From an optimization exercise on the open Yosys and OpenROAD flow, aimed at small area and a short achievable clock period; shortcuts taken in it are not production practice. Only simulation tests tie the RTL to the original design; equivalence was not proved. Power and IR drop assume default switching activity.

**flow/constraint.sdc**
```tcl
create_clock -name core_clock -period 9.0 [get_ports {clk}]
set_input_delay 1.8000 -clock core_clock [delete_from_list [all_inputs] [get_ports {clk}]]
set_output_delay 1.8000 -clock core_clock [all_outputs]
set_load 0.01 [all_outputs]
```
**flow/design.v**
```verilog
package dds_pkg;
    localparam int SAMPLE_W   = 8;
    localparam int PHASE_W    = 32;
    localparam int GAIN_W     = 16;
    localparam int GAIN_RADIX = 8;
    localparam int ROM_DEPTH  = 256;
    localparam int ROM_AW     = $clog2(ROM_DEPTH);
    typedef enum logic [7:0] {
        CTRL        = 8'h00,
        RAW         = 8'h04,
        STEP        = 8'h08,
        FM_RAW      = 8'h0C,
        FM_GAIN     = 8'h10,
        FM_OFFSET   = 8'h14,
        AM_RAW      = 8'h18,
        AM_GAIN     = 8'h1C,
        AM_OFFSET   = 8'h20,
        NOISE_GAIN  = 8'h24,
        ROM_WR      = 8'h28,
        STAT_CTRL   = 8'h2C,
        STAT_LIMIT  = 8'h30,
        STAT_MINMAX = 8'h34,
        STAT_COUNT  = 8'h38
    } reg_addr_e;
    typedef enum logic [1:0] {
        SRC_RAW = 2'd0,
        SRC_INA = 2'd1,
        SRC_INB = 2'd2
    } src_sel_e;
    typedef enum logic [1:0] {
        OUT_RAW = 2'd0,
        OUT_DDS = 2'd1,
        OUT_INA = 2'd2,
        OUT_INB = 2'd3
    } out_sel_e;
    typedef struct packed {
        logic                       enable;
        logic [PHASE_W-1:0]         step;
        logic [1:0]                   fm_sel;
        logic signed [SAMPLE_W-1:0] fm_raw;
        logic signed [GAIN_W-1:0]   fm_gain;
        logic signed [PHASE_W-1:0]  fm_offset;
    } dds_cfg_t;
    typedef struct packed {
        logic [1:0]                   out_sel;
        logic signed [SAMPLE_W-1:0] raw;
        logic [1:0]                   am_sel;
        logic signed [SAMPLE_W-1:0] am_raw;
        logic signed [GAIN_W-1:0]   am_gain;
        logic signed [GAIN_W-1:0]   am_offset;
        logic signed [SAMPLE_W-1:0] noise_gain;
    } mix_cfg_t;
    typedef struct packed {
        logic                valid;
        logic [ROM_AW-1:0]   addr;
        logic [SAMPLE_W-1:0] data;
    } rom_wr_t;
    typedef struct packed {
        logic        clear;
        logic        enable;
        logic [31:0] limit;
    } stat_cfg_t;
    typedef struct packed {
        logic signed [SAMPLE_W-1:0] min;
        logic signed [SAMPLE_W-1:0] max;
        logic [31:0]                count;
    } stat_res_t;
endpackage
`timescale 1ns/1ps
import dds_pkg::*;
module dds_block (
    input  logic                       clk,
    input  logic                       rst_n,
    input  logic                       psel,
    input  logic                       penable,
    input  logic                       pwrite,
    input  logic [31:0]                paddr,
    input  logic [31:0]                pwdata,
    input  logic signed [SAMPLE_W-1:0] ina_data,
    input  logic signed [SAMPLE_W-1:0] inb_data,
    output logic [31:0]                prdata,
    output logic signed [SAMPLE_W-1:0] dds_data_out
);
    logic [7:0]  addr;
    logic        addr_hit;
    logic        wr_en;
    assign addr     = paddr[7:0];
    assign addr_hit = (paddr[31:8] == '0);
    assign wr_en    = psel && penable && pwrite && addr_hit;
    logic [1:0]  out_sel, fm_sel, am_sel;
    logic        enable;
    logic [7:0]  raw, fm_raw, am_raw, noise_gain;
    logic [31:0] step, fm_offset, stat_limit;
    logic [15:0] fm_gain, am_gain, am_offset;
    logic        stat_clear, stat_en;
    always_ff @(posedge clk) begin
        if (!rst_n) begin
            out_sel    <= '0;
            enable     <= 1'b0;
            fm_sel     <= '0;
            am_sel     <= '0;
            raw        <= '0;
            step       <= '0;
            fm_raw     <= '0;
            fm_gain    <= '0;
            fm_offset  <= '0;
            am_raw     <= '0;
            am_gain    <= '0;
            am_offset  <= '0;
            noise_gain <= '0;
            stat_clear <= 1'b0;
            stat_en    <= 1'b0;
            stat_limit <= '0;
        end else begin
            stat_clear <= 1'b0;
            if (wr_en) begin
                case (addr)
                    CTRL: begin
                        out_sel <= pwdata[1:0];
                        enable  <= pwdata[2];
                        fm_sel  <= pwdata[5:4];
                        am_sel  <= pwdata[7:6];
                    end
                    RAW:        raw        <= pwdata[7:0];
                    STEP:       step       <= pwdata;
                    FM_RAW:     fm_raw     <= pwdata[7:0];
                    FM_GAIN:    fm_gain    <= pwdata[15:0];
                    FM_OFFSET:  fm_offset  <= pwdata;
                    AM_RAW:     am_raw     <= pwdata[7:0];
                    AM_GAIN:    am_gain    <= pwdata[15:0];
                    AM_OFFSET:  am_offset  <= pwdata[15:0];
                    NOISE_GAIN: noise_gain <= pwdata[7:0];
                    STAT_CTRL: begin
                        stat_clear <= pwdata[0];
                        stat_en    <= pwdata[1];
                    end
                    STAT_LIMIT: stat_limit <= pwdata;
                    default: ;
                endcase
            end
        end
    end
    function automatic logic [2:0] booth_dig(input logic [7:0] x, input int j);
        logic [8:0] xe;
        logic b2, b1, b0;
        xe = {x, 1'b0};
        b2 = xe[2*j+2];
        b1 = xe[2*j+1];
        b0 = xe[2*j];
        booth_dig = {b2, (b2 & ~b1 & ~b0) | (~b2 & b1 & b0), b1 ^ b0};
    endfunction
    function automatic logic [24:0] booth_row(input logic [2:0] d, input logic [15:0] m);
        logic [16:0] mag;
        mag = d[0] ? {m[15], m} : d[1] ? {m, 1'b0} : 17'd0;
        booth_row = {{8{mag[16] ^ d[2]}}, mag ^ {17{d[2]}}};
    endfunction
    logic [7:0]  fm_src;
    always_comb begin
        case (fm_sel)
            SRC_RAW: fm_src = fm_raw;
            SRC_INA: fm_src = ina_data;
            SRC_INB: fm_src = inb_data;
            default: fm_src = '0;
        endcase
    end
    logic [24:0] fpp0, fpp1, fpp2, fpp3, frow;
    logic [2:0]  fd0, fd1, fd2, fd3;
    logic [24:0] fs1, fc1, fs2, fc2, fs3, fc3;
    always_comb begin
        fd0  = booth_dig(fm_src, 0);
        fd1  = booth_dig(fm_src, 1);
        fd2  = booth_dig(fm_src, 2);
        fd3  = booth_dig(fm_src, 3);
        fpp0 = booth_row(fd0, fm_gain);
        fpp1 = booth_row(fd1, fm_gain) << 2;
        fpp2 = booth_row(fd2, fm_gain) << 4;
        fpp3 = booth_row(fd3, fm_gain) << 6;
        frow = {2'b0, fm_offset[14:0], 1'b0, fd3[2], 1'b0, fd2[2], 1'b0, fd1[2], 1'b0, fd0[2]};
        fs1  = fpp0 ^ fpp1 ^ fpp2;
        fc1  = ((fpp0 & fpp1) | (fpp0 & fpp2) | (fpp1 & fpp2)) << 1;
        fs2  = fpp3 ^ frow ^ fs1;
        fc2  = ((fpp3 & frow) | (fpp3 & fs1) | (frow & fs1)) << 1;
        fs3  = fc1 ^ fs2 ^ fc2;
        fc3  = ((fc1 & fs2) | (fc1 & fc2) | (fs2 & fc2)) << 1;
    end
    logic [24:0] fm_s, fm_c;      
    logic [16:0] fm_hi;           
    always_ff @(posedge clk) begin
        fm_s  <= fs3;
        fm_c  <= fc3;
        fm_hi <= fm_offset[31:15];
    end
    logic [24:0] fm_sum;
    logic [16:0] fm_q;
    logic        fm_cp, fm_cn, fm_ovp, fm_ovn;
    logic [16:0] fm_hsel;
    logic [31:0] fm_delta;
    logic [31:0] phase;
    always_comb begin
        fm_sum  = fm_s + fm_c;
        fm_q    = fm_sum[24:8];             
        fm_cp   = (fm_q[16:15] == 2'b01);
        fm_cn   = fm_q[16];
        fm_hsel = fm_cp ? fm_hi + 17'd1 : fm_cn ? fm_hi - 17'd1 : fm_hi;
        fm_ovp  = fm_cp && (fm_hi == 17'h0FFFF);
        fm_ovn  = fm_cn && (fm_hi == 17'h10000);
        fm_delta = fm_ovp ? 32'h7FFF_FFFF :
                   fm_ovn ? 32'h8000_0000 : {fm_hsel, fm_q[14:0]};
    end
    always_ff @(posedge clk) begin
        if (!rst_n || !enable) phase <= '0;
        else                   phase <= phase + step + fm_delta;
    end
    logic [2:0]   tick;
    logic [511:0] pos0, pos1, pos2, pos3;
    always_ff @(posedge clk) tick <= tick + 3'd1;
    logic        new_wr;
    logic [7:0]  wa0, wd0, wa1, wd1;
    logic        wv0, wf0, wv1;
    logic [1:0]  kinj;
    logic [2:0]  tinj;
    logic        inj0, inj1;
    logic [7:0]  bus0, bus1;
    assign new_wr = rst_n && wr_en && (addr == ROM_WR);
    assign kinj   = ~tick[1:0];
    assign tinj   = {1'b0, kinj} + tick + 3'd1;
    assign inj0   = wv0 && (wa0[7:6] == kinj);
    assign inj1   = wv1 && (wa1[7:6] == kinj);
    assign bus0   = wd0 ^ {8{~tinj[2]}};
    assign bus1   = wd1 ^ {8{~tinj[2]}};
    always_ff @(posedge clk) begin
        if (new_wr) begin
            wa0 <= pwdata[15:8];
            wd0 <= pwdata[7:0];
        end
        wv0 <= new_wr || (wv0 && !inj0);
        wf0 <= new_wr;
        if (new_wr && wv0 && !inj0) begin
            wa1 <= wa0;
            wd1 <= wd0;
        end
        wv1 <= (new_wr && wv0 && !inj0) || (wv1 && !inj1);
    end
    logic [511:0] head;
    logic [63:0]  sel0, sel1, keep;
    always_comb begin
        for (int r = 0; r < 64; r++) begin
            sel0[r] = inj0 && (wa0[5:0] == r[5:0]);
            sel1[r] = inj1 && (wa1[5:0] == r[5:0]) && !sel0[r];
            keep[r] = !(sel0[r] || sel1[r]);
            head[8*r +: 8] = ~((pos3[8*r +: 8] & {8{keep[r]}}) |
                               (bus0 & {8{sel0[r]}}) | (bus1 & {8{sel1[r]}}));
        end
    end
    always_ff @(posedge clk) begin
        pos0 <= head;
        pos1 <= pos0;
        pos2 <= pos1;
        pos3 <= pos2;
    end
    function automatic logic [7:0] mux64(input logic [511:0] v, input logic [5:0] s);
        logic [7:0] l1 [16];
        logic [7:0] l2 [4];
        for (int i = 0; i < 16; i++) begin
            case (s[1:0])
                2'd0: l1[i] = v[8*(4*i)   +: 8];
                2'd1: l1[i] = v[8*(4*i+1) +: 8];
                2'd2: l1[i] = v[8*(4*i+2) +: 8];
                default: l1[i] = v[8*(4*i+3) +: 8];
            endcase
        end
        for (int i = 0; i < 4; i++) begin
            case (s[3:2])
                2'd0: l2[i] = l1[4*i];
                2'd1: l2[i] = l1[4*i+1];
                2'd2: l2[i] = l1[4*i+2];
                default: l2[i] = l1[4*i+3];
            endcase
        end
        case (s[5:4])
            2'd0: mux64 = l2[0];
            2'd1: mux64 = l2[1];
            2'd2: mux64 = l2[2];
            default: mux64 = l2[3];
        endcase
    endfunction
    logic [7:0]  ra;
    logic [2:0]  rpos;
    logic [7:0]  rc0, rc1, rc2, rc3, rring;
    logic        hit0, hit1;
    logic signed [7:0] dds_sample;
    assign ra   = phase[31:24];
    assign rpos = {1'b0, ra[7:6]} + tick;
    assign rc0  = mux64(pos0, ra[5:0]);
    assign rc1  = mux64(pos1, ra[5:0]);
    assign rc2  = mux64(pos2, ra[5:0]);
    assign rc3  = mux64(pos3, ra[5:0]);
    always_comb begin
        case (rpos[1:0])
            2'd0: rring = rc0;
            2'd1: rring = rc1;
            2'd2: rring = rc2;
            default: rring = rc3;
        endcase
        rring = rring ^ {8{rpos[2]}};
    end
    assign hit0 = wv0 && !wf0 && (wa0 == ra);
    assign hit1 = wv1 && (wa1 == ra);
    always_ff @(posedge clk) begin
        dds_sample <= hit0 ? wd0 : hit1 ? wd1 : rring;
    end
    logic [7:0] out_src, am_src;
    always_comb begin
        case (out_sel)
            OUT_RAW: out_src = raw;
            OUT_DDS: out_src = dds_sample;
            OUT_INA: out_src = ina_data;
            default: out_src = inb_data;
        endcase
        case (am_sel)
            SRC_RAW: am_src = am_raw;
            SRC_INA: am_src = ina_data;
            SRC_INB: am_src = inb_data;
            default: am_src = '0;
        endcase
    end
    logic [7:0]         lfsr;
    logic signed [15:0] noise_prod;
    logic [7:0]         stage1_sample, stage1_noise;
    assign noise_prod = $signed(lfsr) * $signed(noise_gain);
    always_ff @(posedge clk) begin
        if (!rst_n) begin
            lfsr          <= '1;
            stage1_sample <= '0;
            stage1_noise  <= '0;
        end else begin
            lfsr          <= {lfsr[6:0], lfsr[7] ^ lfsr[5] ^ lfsr[4] ^ lfsr[3]};
            stage1_sample <= out_src;
            stage1_noise  <= noise_prod[15:8];
        end
    end
    logic [24:0] app0, app1, app2, app3, arow;
    logic [2:0]  ad0, ad1, ad2, ad3;
    logic [24:0] as1, ac1, as2, ac2, as3, ac3;
    always_comb begin
        ad0  = booth_dig(am_src, 0);
        ad1  = booth_dig(am_src, 1);
        ad2  = booth_dig(am_src, 2);
        ad3  = booth_dig(am_src, 3);
        app0 = booth_row(ad0, am_gain);
        app1 = booth_row(ad1, am_gain) << 2;
        app2 = booth_row(ad2, am_gain) << 4;
        app3 = booth_row(ad3, am_gain) << 6;
        arow = {am_offset[15], am_offset, 1'b0, ad3[2], 1'b0, ad2[2], 1'b0, ad1[2], 1'b0, ad0[2]};
        as1  = app0 ^ app1 ^ app2;
        ac1  = ((app0 & app1) | (app0 & app2) | (app1 & app2)) << 1;
        as2  = app3 ^ arow ^ as1;
        ac2  = ((app3 & arow) | (app3 & as1) | (arow & as1)) << 1;
        as3  = ac1 ^ as2 ^ ac2;
        ac3  = ((ac1 & as2) | (ac1 & ac2) | (as2 & ac2)) << 1;
    end
    logic [24:0] am_s, am_c;
    always_ff @(posedge clk) begin
        am_s <= as3;
        am_c <= ac3;
    end
    logic [24:0] am_sum;
    logic [15:0] am_factor;
    always_comb begin
        am_sum = am_s + am_c;
        if (am_sum[24] == am_sum[23]) am_factor = am_sum[23:8];
        else if (am_sum[24])          am_factor = 16'h8000;
        else                          am_factor = 16'h7FFF;
    end
    logic [23:0] mpp0, mpp1, mpp2, mpp3, mrow;
    logic [2:0]  md0, md1, md2, md3;
    logic [23:0] ms1, mc1, ms2, mc2, ms3, mc3;
    always_comb begin
        md0  = booth_dig(stage1_sample, 0);
        md1  = booth_dig(stage1_sample, 1);
        md2  = booth_dig(stage1_sample, 2);
        md3  = booth_dig(stage1_sample, 3);
        mpp0 = booth_row(md0, am_factor);
        mpp1 = booth_row(md1, am_factor) << 2;
        mpp2 = booth_row(md2, am_factor) << 4;
        mpp3 = booth_row(md3, am_factor) << 6;
        mrow = {{8{stage1_noise[7]}}, stage1_noise, 1'b0, md3[2], 1'b0, md2[2], 1'b0, md1[2], 1'b0, md0[2]};
        ms1  = mpp0 ^ mpp1 ^ mpp2;
        mc1  = ((mpp0 & mpp1) | (mpp0 & mpp2) | (mpp1 & mpp2)) << 1;
        ms2  = mpp3 ^ mrow ^ ms1;
        mc2  = ((mpp3 & mrow) | (mpp3 & ms1) | (mrow & ms1)) << 1;
        ms3  = mc1 ^ ms2 ^ mc2;
        mc3  = ((mc1 & ms2) | (mc1 & mc2) | (ms2 & mc2)) << 1;
    end
    logic [23:0] mod_s, mod_c;
    always_ff @(posedge clk) begin
        mod_s <= ms3;
        mod_c <= mc3;
    end
    logic [23:0] mod_sum;
    always_comb begin
        mod_sum = mod_s + mod_c;
        if (&mod_sum[23:15] || ~|mod_sum[23:15]) dds_data_out = mod_sum[15:8];
        else if (mod_sum[23])                    dds_data_out = 8'h80;
        else                                     dds_data_out = 8'h7F;
    end
    logic signed [7:0] st_min, st_max, st_min_n, st_max_n;
    logic [31:0]       st_count, st_count_n;
    logic              take;
    assign take = stat_en && (st_count < stat_limit);
    always_comb begin
        st_min_n   = st_min;
        st_max_n   = st_max;
        st_count_n = st_count;
        if (!rst_n) begin
            st_min_n   = '0;
            st_max_n   = '0;
            st_count_n = '0;
        end else if (stat_clear) begin
            st_min_n   = 8'sh7F;
            st_max_n   = -8'sd128;
            st_count_n = '0;
        end else if (take) begin
            st_count_n = st_count + 32'd1;
            if (st_count == '0) begin
                st_min_n = dds_data_out;
                st_max_n = dds_data_out;
            end else begin
                if (dds_data_out < st_min) st_min_n = dds_data_out;
                if (dds_data_out > st_max) st_max_n = dds_data_out;
            end
        end
    end
    always_ff @(posedge clk) begin
        st_min   <= st_min_n;
        st_max   <= st_max_n;
        st_count <= st_count_n;
    end
    logic [31:0] rd;
    always_comb begin
        rd = '0;
        if (psel && !pwrite && addr_hit) begin
            case (addr)
                CTRL:        rd = {24'b0, am_sel, fm_sel, 1'b0, enable, out_sel};
                RAW:         rd = {24'b0, raw};
                STEP:        rd = step;
                FM_RAW:      rd = {24'b0, fm_raw};
                FM_GAIN:     rd = {16'b0, fm_gain};
                FM_OFFSET:   rd = fm_offset;
                AM_RAW:      rd = {24'b0, am_raw};
                AM_GAIN:     rd = {16'b0, am_gain};
                AM_OFFSET:   rd = {16'b0, am_offset};
                NOISE_GAIN:  rd = {24'b0, noise_gain};
                STAT_CTRL:   rd = {30'b0, stat_en, 1'b0};
                STAT_LIMIT:  rd = stat_limit;
                STAT_MINMAX: rd = {16'b0, st_max_n, st_min_n};
                STAT_COUNT:  rd = st_count_n;
                default:     rd = '0;
            endcase
        end
    end
    always_ff @(posedge clk) prdata <= rd;
endmodule
```
**flow/config.mk**
```make
export PLATFORM = sky130hd
export DESIGN_NAME = dds_block
export DESIGN_NICKNAME = dds_block
export VERILOG_FILES = /design/flow/design.v
export SDC_FILE = /design/flow/constraint.sdc
export NUM_CORES = 4
export LEC_CHECK = 0
export CAP_MARGIN = 20
export CORE_MARGIN = 2
export CORE_UTILIZATION = 45
export PLACE_DENSITY = 0.6
export SETUP_SLACK_MARGIN = 4.0
export SLEW_MARGIN = 20
```
**flow/run.sh**
```bash
#!/bin/bash
# synth_recipe.tcl (not shown) runs the flow's synth.tcl, then flattens the netlist and writes it again
# the make line also repeats each setting of config.mk as NAME=value (left out here)
make -C /OpenROAD-flow-scripts/flow DESIGN_CONFIG=/design/flow/config.mk WORK_HOME=/design/flow/orfs CLKGATE_MAP_FILE= SYNTH_SCRIPT=/design/flow/synth_recipe.tcl finish
```
==> flow_summary.toml <==
[worst_setup_path]
cp_top_family = "compound AO/OA/AOI/OAI gates"
reg2reg_depth = 28
critPathKind = "flop to flop"
worstSetupEndpoint = "phase[31]$_SDFF_PP0_"
path_common_cell = "a21o_1"
r2r_end = "phase[31]$_SDFF_PP0_"
cp-start-kind = "flop"
path_depth = 28
crit_slowest_cell = "fa_2"
max_stage_delay_ns = 0.38
timing.rr.start = "fm_s[13]$_DFF_P_"
reg2reg_slack_ns = 2.71
timing.critical_path.buf_inv = 1
cp.required_ns = 9.83
end_kind = "flop"
cp.arrival_ns = 7.12
startpoint = "fm_s[13]$_DFF_P_"
path_max_fanout = 6

[detailed_routing]
route.detailed.drc = 0
route.vias.total = 77100
viasPerCell = 5.97
routed_wl_mm = 348
ant_nets = 0
wl_per_cell_um = 26.9
drtPass1Iterations = 9
dr.first_iter.drc_count = 8840

[cts]
htree_levels = 5
cts.clk_slew.worst_paths_ns = 0.06
cts.path.max_buffers = 4
cts_buffers = 281
worstSkewPairLatency_ns = 0.94
cts_tree = "done"
hold_buffers = 0
clock-sinks = 2565
root_buffer = "clkbuf_16"

[power_and_ir_drop]
power_frac_comb = 0.006
seq_power_share = 0.491
cellPowerDensity_nw_per_um2 = 190
switching_share = 0.203
clockPowerShare = 0.503
power_switching_mw = 4.71
p_int_mw = 18.5
p_leak_nw = 45.4
peakVddDrop_mv = 0.189

[logic_synthesis]
yosysMostFrequentCell = "dfxtp_1"
ys_ff_latch = 2565
synth_common_cells = "2533 x dfxtp_1, 1132 x nor2_1, 918 x a21oi_1"
yosys.area.top_type = "dfxtp_1"
netlist_instances = 9569
synth_top_area_frac = 0.484
synth-edff-count = 32
yosys-top-cells-area = "dfxtp_1 48%, mux4_2 14%, fa_1 4.6%, a21oi_1 4.4%, nor2_1 4.1%"
ys.warnings.count = 9
netlist_area_um2 = 105000
ys_types = 88
synth_area_per_cell_um2 = 10.9
synthArstFlopShare = 0
synth_top_flop_cell = "dfxtp_1"
ys_seq_area_frac = 0.493
syn-num-nets = 10100

[layout]
drive_gt1_frac = 0.189
final_nets = 10200
final_cell_area_um2 = 122000
area_delta_synth_final_pct = 16.7

[timing]
fin_skew_ns = 0.0778
slew_headroom = 0.144
fin_crit_sh = 0.699
tightest_slew_ns = 1.28
fin_tns_setup_ns = 0
drv_slew = 0
max_freq_ghz = 0.159
finalSetupViolCount = 0
hold_viol_final = 0
rsz0062_at_grt = "true"
fin_crit_ns = 6.29

[grt]
grt_max_degree = 142
overflow = 0
antenna_found_initial = 12
grt_usage = 0.286
grt_pass1_wl_mm = 505
first_global_vias = 75400

[placement]
hpwl_mm = 229
gp_congestion = 0.952
place_area_um2 = 109000
io_buffer_count = 124

[die]
die_w_um = 486
dieArea_um2 = 237000
pin_count = 125
start_util = 0.451
die-height_um = 486
rows = 177
core_um2 = 232000

[run_status]
status = "timing/DRC/antenna clean"

[job]
cap_viol_max_count = 0

[worst_hold_path]
min_from = "pos1[229]$_DFF_P_"
hold_class = "flop to flop"
==> power by group through the flow <==
stage                     sequential, mW  combinational [mW]  clock, mW
after floorplan                     11.6              0.0357          0
after global placement              11.6               0.124          0
after detailed placement            11.6               0.124          0
after CTS                           11.4               0.124       11.8
after global routing                11.4               0.129       12.2
final                               11.4               0.129       11.7
==> worst min-delay path by stage <==
| stage | end | slack, ns | cells after the start |
|---|---|---|---|
| 3_5_place_dp | pos1[403]$_DFF_P_ | 0.33 | 0 |
| 4_1_cts | pos2[229]$_DFF_P_ | 0.29 | 0 |
| 2_1_floorplan | pos3[20]$_DFF_P_ | 0.33 | 0 |
| 5_1_grt | pos2[229]$_DFF_P_ | 0.29 | 0 |
| 3_3_place_gp | pos1[49]$_DFF_P_ | 0.33 | 0 |
| 6_report | pos2[229]$_DFF_P_ | 0.30 | 0 |
==> what timing repair did <==
action,CTS,global route
pin swaps,100,120
setup buffers,101,74
gates resized for setup,296,199
cloned,7,3
setup endpoints to repair,184,170
==> placed cells by master, fill, tap and decap left out, types with 25 or more instances in the layout <==
cell type and n:
nand2_1 696, xor2_1 77, dfxtp_1 2507, and2_1 64, o22ai_1 35, o221ai_1 25, a211oi_1 351, ha_1 169
nand4_1 32, nor2b_1 96, clkinv_2 38, xnor2_2 25, clkbuf_8 55, mux2i_1 102, a21oi_1 882, fa_1 222
a21o_1 53, nand2b_1 37, a21oi_2 29, nor2_1 1114, inv_1 347, a22oi_1 83, clkdlybuf4s50_1 111, and3_1 31
o21a_1 28, mux4_2 656, edfxtp_1 32, buf_4 310, o21ai_0 198, bufinv_16 25, clkbuf_16 291, xnor2_1 143
nand3_1 64, a221oi_1 43, nor3_1 48, a21boi_0 146, clkbuf_1 50, buf_6 63
==> sequential cells by signal, indices dropped and copies added, names as in the netlist, 16 cells and up <==
register and cells:
pos3 512, am_offset 16, pos1 512, step 32
am_s 23, fm_hi 17, pos0 512, mod_c 21
fm_offset 32, mod_s 22, fm_gain 16, fm_c 22
stat_limit 32, fm_s 23, pos2 512, prdata 32
am_c 22, phase 32, am_gain 16, st_count 32
==> logic make-up (layout without fill, tap and decap cells) <==
family	count (synthesis)	count (layout)	synth area share
AOI/OAI and AO/OA	2144	2147	0.129
xor gates and xnor gates	260	260	0.0219
adders and majority gates	451	451	0.0706
buffers and inverters	1062	1360	0.0396
DFF	2565	2565	0.493
muxes	769	769	0.152
other	0	8	0
and+or+nand+nor	2318	2319	0.0938
==> routing by layer <==
metal / up-vias / GRT usage / wire [um]
li1: 34100 / - / -
met1: 38400 / 0.377 / 140000
met4: 10 / 0.133 / 18700
met5: - / 0 / 83
met3: 867 / 0.0569 / 30200
met2: 3717 / 0.455 / 159000
==> stage by stage <==
| stage | hold WS [ns] | utilization | setup slack [ns] | cells | total power, mW |
|---|---|---|---|---|---|
| after detailed placement | 0.331 | 0.471 | 1.68 | 12300 | 11.8 |
| after global placement | 0.328 | 0.471 | 1.64 | 12300 | 11.8 |
| after floorplan | 0.326 | - | 2.91 | 9569 | 11.7 |
| after global routing | 0.290 | 0.527 | 2.49 | 12900 | 23.7 |
| after CTS | 0.287 | 0.520 | 2.65 | 12800 | 23.3 |
| final | 0.295 | 0.527 | 2.71 | 12900 | 23.2 |
==> layout make-up <==
cell class,instances,area (um2)
fill,20000,110000
sequential,2565,51700
multi-input combinational,5946,51200
clock buffer,394,8180
timing repair buffer,517,4780
tap,3043,3810
inverter,365,1380
clock inverter,84,1130
antenna,8,20.0

==> port drivers added, routing unchanged <==
In the flow no input, the clock included, has a driving cell. The finished layout below was timed again as built, in two steps.
Step 1: set_driving_cell puts a clkbuf_16 on clk and a buf_2 on each other input, an assumption about the parent block.
Step 2 moves the port delays by t, midway between the first and last clock arrival at a register: inputs arrive t later, outputs are due t later. That takes back most of the time a late clock gives input paths.
Three values: ideal, step 1, step 2; two values: the first two.
t (ns): 0.979
setup WS [ns]: 2.712 / 2.712 / 2.712
worst slew at a driven data input, ns: 0.09
After both steps setup and hold are still met in this run. For this run, drivers alone change the setup slack by 0.000 ns; drivers and shift together by 0.000 ns.
